This is an optimization exercise on Yosys and OpenROAD, whose aim is small area, a short achievable clock period and few clock cycles per item, not a production implementation.
In this exercise RTL edits were held to simulation tests only and were not proved equivalent to the original.

==> wip/ember <==
## poly_basemul_ctrl
module poly_basemul_ctrl
#(
  parameter int unsigned N_PAIRS = KYBER_N_PAIRS,
  parameter int unsigned ADDR_W  = PAIR_ADDR_W
) (
  input  logic              clk,
  input  logic              rst,
  input  logic              start,
  input  logic              acc_en,
  output logic              busy,
  output logic              done,
  output logic [ADDR_W-1:0] rd_addr,
  output logic              rd_en,
  input  logic [23:0]       a_rdata,
  input  logic [23:0]       b_rdata,
  input  logic [11:0]       g_rdata,
  input  logic [23:0]       c_rdata,
  output logic              wr_en,
  output logic [ADDR_W-1:0] wr_addr,
  output logic [23:0]       wr_data
);
Settings: LEC_CHECK=0, CAP_MARGIN=20, CORE_MARGIN=2, CORE_UTILIZATION=40, SLEW_MARGIN=20; clock period 52.0 ns.
standard.sh (not shown) runs the stock make flow with config.mk's settings and CLKGATE_MAP_FILE= SYNTH_SCRIPT=/design/flow/synth_recipe.tcl, a recipe that flattens the netlist after the stock synthesis.
==> flow/flow/run.sh <==
#!/bin/bash
# Own layout flow: the standard layout, except that Yosys's synth command runs
# without its internal "abc -fast" pass, so that the explicit full-adder trees of the
# RTL reach extract_fa unchanged (fewer inverters around the adder cells). The
# registers, their names and cell types are those of the standard synthesis.
set -euo pipefail
W=$(pwd)
sed 's/yosys synth -nofsm -noshare /yosys synth -nofsm -noshare -noabc /' synth_recipe.tcl > own_synth.tcl
grep -q -- '-noabc' own_synth.tcl
sed "s|SYNTH_SCRIPT=[^ ]*synth_recipe.tcl|SYNTH_SCRIPT=$W/own_synth.tcl|" standard.sh > own_standard.sh
grep -q 'own_synth.tcl' own_standard.sh
bash own_standard.sh > own_flow.log 2>&1
==> wip/xenon: changes against wip/ember <==
==> flow/flow/run.sh (replaced) <==
#!/bin/bash
# Own layout flow: the standard layout with two changes.
# 1. Yosys's synth command runs without its internal "abc -fast" pass, so that the
#    explicit full-adder trees of the RTL reach extract_fa unchanged (fewer inverters
#    around the adder cells). Registers, their names and cell types are unchanged.
# 2. The port buffers that global placement inserts are buf_1 cells instead of the
#    default delay buffers.
set -euo pipefail
W=$(pwd)
sed 's/yosys synth -nofsm -noshare /yosys synth -nofsm -noshare -noabc /' synth_recipe.tcl > own_synth.tcl
grep -q -- '-noabc' own_synth.tcl
sed "s|SYNTH_SCRIPT=[^ ]*synth_recipe.tcl|SYNTH_SCRIPT=$W/own_synth.tcl|" standard.sh > own_standard.sh
grep -q 'own_synth.tcl' own_standard.sh
bash own_standard.sh "BUFFER_PORTS_ARGS=-buffer_cell sky130_fd_sc_hd__buf_1" finish > own_flow.log 2>&1
CTS_BUF_LIST = sky130_fd_sc_hd__clkbuf_4 sky130_fd_sc_hd__clkbuf_8   (was not set)
==> qor summary <==
Status: wip/xenon finished clean; wip/ember finished clean
Final Cycle Share: wip/xenon 22.7%; wip/ember 23.4%
Fraction of area in registers: wip/xenon 13.9%; wip/ember 13.6%
Average wire per standard cell: wip/xenon 21.7 microns; wip/ember 21.7 microns
Global router's overall resource usage: wip/xenon 21.9%; wip/ember 21.7%
Cell at the root of the clock tree: wip/xenon sky130_fd_sc_hd__clkbuf_8; wip/ember sky130_fd_sc_hd__clkbuf_16
Layout area overhead: wip/xenon 7.94%; wip/ember 10.4%
Clock buffer cells: wip/xenon 63; wip/ember 43
Setup slack, reg-to-reg: wip/xenon 41580 ps; wip/ember 41680 ps
Arrival time of the worst setup path: wip/xenon 1390 ps; wip/ember 1760 ps
Number of H-tree levels: wip/xenon 2; wip/ember 1
Share of final-layout standard cells stronger than drive strength 1: wip/xenon 4.75%; wip/ember 3.64%
Fraction of standard cell area in multi-input logic: wip/xenon 75.7%; wip/ember 74.0%
Final period demand of the worst path: wip/xenon 11790 ps; wip/ember 12160 ps
Total Nets Final: wip/xenon 3995; wip/ember 3984
Post-Route Utilization: wip/xenon 43.8%; wip/ember 44.8%
Hold path startpoint: wip/xenon c1_q[5]$_DFF_P_; wip/ember c1_q[7]$_DFF_P_
Testbench counts of wip/ember, summed over its fixed seeds: cycles 6,480, jobs 48.
Testbench counts of wip/xenon, summed over its fixed seeds: cycles 6,480, jobs 48.

==> build 67: inputs <==
Another version of the RTL of poly_basemul_ctrl (not shown whole).
export LEC_CHECK = 0
export CAP_MARGIN = 20
export CORE_MARGIN = 2
export CORE_UTILIZATION = 40
export CTS_BUF_LIST = sky130_fd_sc_hd__clkbuf_16
export CTS_CLUSTER_DIAMETER = 100
export CTS_CLUSTER_SIZE = 30
export SLEW_MARGIN = 20
create_clock -name core_clock -period 52.0 [get_ports {clk}]
==> flow/flow/run.sh <==
#!/bin/bash
# Own layout flow: the standard layout with two changes.
# 1. Yosys's synth command runs without its internal "abc -fast" pass, so that the
#    explicit full-adder trees of the RTL reach extract_fa unchanged (fewer inverters
#    around the adder cells). Registers, their names and cell types are unchanged.
# 2. The port buffers that global placement inserts are buf_1 cells instead of the
#    default delay buffers; after the placement resizer, flow/upsize_outputs.tcl gives
#    the output ports buf_2 buffers and their flip-flops drive strength 4.
set -euo pipefail
W=$(pwd)
sed 's/yosys synth -nofsm -noshare /yosys synth -nofsm -noshare -noabc /' synth_recipe.tcl > own_synth.tcl
grep -q -- '-noabc' own_synth.tcl
sed "s|SYNTH_SCRIPT=[^ ]*synth_recipe.tcl|SYNTH_SCRIPT=$W/own_synth.tcl|" standard.sh > own_standard.sh
grep -q 'own_synth.tcl' own_standard.sh
bash own_standard.sh "BUFFER_PORTS_ARGS=-buffer_cell sky130_fd_sc_hd__buf_1" "POST_RESIZE_TCL=$W/flow/upsize_outputs.tcl" finish > own_flow.log 2>&1
==> flow/flow/upsize_outputs.tcl <==
# Hook run after the placement resizer (POST_RESIZE_TCL): each output port's buffer
# becomes buf_2, and the flip-flop that drives that buffer gets a stronger drive
# (same function, drive strength 4), so the output paths settle sooner.
set block [ord::get_db_block]
set n 0
foreach bterm [$block getBTerms] {
  if {[$bterm getIoType] != "OUTPUT"} { continue }
  set net [$bterm getNet]
  if {$net == "NULL"} { continue }
  foreach it [$net getITerms] {
    if {![$it isOutputSignal]} { continue }
    set buf [$it getInst]
    set bm [[$buf getMaster] getName]
    if {[regexp {^sky130_fd_sc_hd__buf_1$} $bm]} {
      replace_cell [$buf getName] sky130_fd_sc_hd__buf_2
      incr n
    }
    set a [$buf findITerm A]
    if {$a == "NULL"} { continue }
    set inet [$a getNet]
    if {$inet == "NULL"} { continue }
    foreach it2 [$inet getITerms] {
      if {![$it2 isOutputSignal]} { continue }
      set ff [$it2 getInst]
      set fm [[$ff getMaster] getName]
      if {[regexp {^(sky130_fd_sc_hd__(dfrtp|dfxtp|dfstp))_[12]$} $fm -> base]} {
        replace_cell [$ff getName] ${base}_4
        incr n
      }
    }
  }
}
puts "upsize_outputs: replaced $n cells"
==> inputs of build 84, as changes to build 67 <==
--- a/flow/flow/run.sh
+++ b/flow/flow/run.sh
@@ -6,4 +6,3 @@
 # 2. The port buffers that global placement inserts are buf_1 cells instead of the
-#    default delay buffers; after the placement resizer, flow/upsize_outputs.tcl gives
-#    the output ports buf_2 buffers and their flip-flops drive strength 4.
+#    default delay buffers.
 set -euo pipefail
@@ -14,2 +13,2 @@
 grep -q 'own_synth.tcl' own_standard.sh
-bash own_standard.sh "BUFFER_PORTS_ARGS=-buffer_cell sky130_fd_sc_hd__buf_1" "POST_RESIZE_TCL=$W/flow/upsize_outputs.tcl" finish > own_flow.log 2>&1
+bash own_standard.sh "BUFFER_PORTS_ARGS=-buffer_cell sky130_fd_sc_hd__buf_1" finish > own_flow.log 2>&1
removed: flow/flow/upsize_outputs.tcl
==> inputs of trial 5, as changes to build 67 <==
--- a/flow/flow/run.sh
+++ b/flow/flow/run.sh
@@ -6,4 +6,3 @@
 # 2. The port buffers that global placement inserts are buf_1 cells instead of the
-#    default delay buffers; after the placement resizer, flow/upsize_outputs.tcl gives
-#    the output ports buf_2 buffers and their flip-flops drive strength 4.
+#    default delay buffers.
 set -euo pipefail
@@ -14,2 +13,2 @@
 grep -q 'own_synth.tcl' own_standard.sh
-bash own_standard.sh "BUFFER_PORTS_ARGS=-buffer_cell sky130_fd_sc_hd__buf_1" "POST_RESIZE_TCL=$W/flow/upsize_outputs.tcl" finish > own_flow.log 2>&1
+bash own_standard.sh "BUFFER_PORTS_ARGS=-buffer_cell sky130_fd_sc_hd__buf_1" finish > own_flow.log 2>&1
CTS_BUF_LIST = sky130_fd_sc_hd__clkbuf_4 sky130_fd_sc_hd__clkbuf_8   (was sky130_fd_sc_hd__clkbuf_16)
CTS_CLUSTER_DIAMETER = unset   (was 100)
CTS_CLUSTER_SIZE = unset   (was 30)
removed: flow/flow/upsize_outputs.tcl
==> summary of the runs <==
- Via count, highest first: trial 5, build 84, build 67.
- Against trial 5, the design area of build 84 is smaller by about 1.1%.
- Of build 67 and trial 5, trial 5 has the higher count of clock-buffer cells in the layout (gap 47).
- Maximum frequency: trial 5 < build 84 < build 67.
==> figures <==
item	trial 5	build 67	build 84
Worst clock skew	0.0457 ns	0.0302 ns	0.0364 ns
Met1 global-route usage	28.9%	29.0%	28.7%
Met2 Usage GRT	36.2%	36.3%	35.9%
Worst-skew pair later-pin latency	0.67 ns	0.57 ns	0.57 ns
H-tree depth reported by CTS	2	1	1
Final clock period utilization by the worst path	22.7%	22.5%	22.5%
Post-CTS clock slew at the launch and capture registers of the worst setup and hold paths	0.06 ns	0.11 ns	0.11 ns
Final-layout clock buffer total	64	17	17
Outcome	no timing/DRC/antenna violations	no timing/DRC/antenna violations	no timing/DRC/antenna violations
Testbench counts of build 67, summed over its fixed seeds: cycles 6,480, jobs 48.
Testbench counts of build 84, summed over its fixed seeds: cycles 6,480, jobs 48.
Testbench counts of trial 5, summed over its fixed seeds: cycles 6,480, jobs 48.

==> what the ideal ports hide <==
No port has a modelled driver above. Below, the same layouts with a new extraction and two added sets of constraints.
Step 1: set_driving_cell puts a clkbuf_16 on clk and a buf_2 on each other input, an assumption about the parent block.
Step 2 moves the port delays by t, midway between the first and last clock arrival at a register: inputs arrive t later, outputs are due t later. That takes back most of the time a late clock gives input paths.
Three values: ideal ports, drivers, drivers and shift; two values: the first two.
run	t (ns)	setup WS [ns]	latest minus earliest clock arrival (ns)	slew at the worst register clock pin (ns)	worst slew at a driven data input, ns
wip/ember	0.669	39.844 / 39.781 / 40.274	0.018 / 0.018	0.06 / 0.06	0.04
wip/xenon	0.713	40.214 / 40.156 / 40.684	0.072 / 0.072	0.08 / 0.08	0.04
build 67	0.617	40.326 / 40.265 / 40.718	0.033 / 0.034	0.11 / 0.11	0.05
build 84	0.615	40.279 / 40.216 / 40.735	0.041 / 0.041	0.11 / 0.11	0.04
trial 5	0.706	40.218 / 40.159 / 40.714	0.046 / 0.046	0.07 / 0.07	0.04
After both steps every run listed still meets setup and hold.
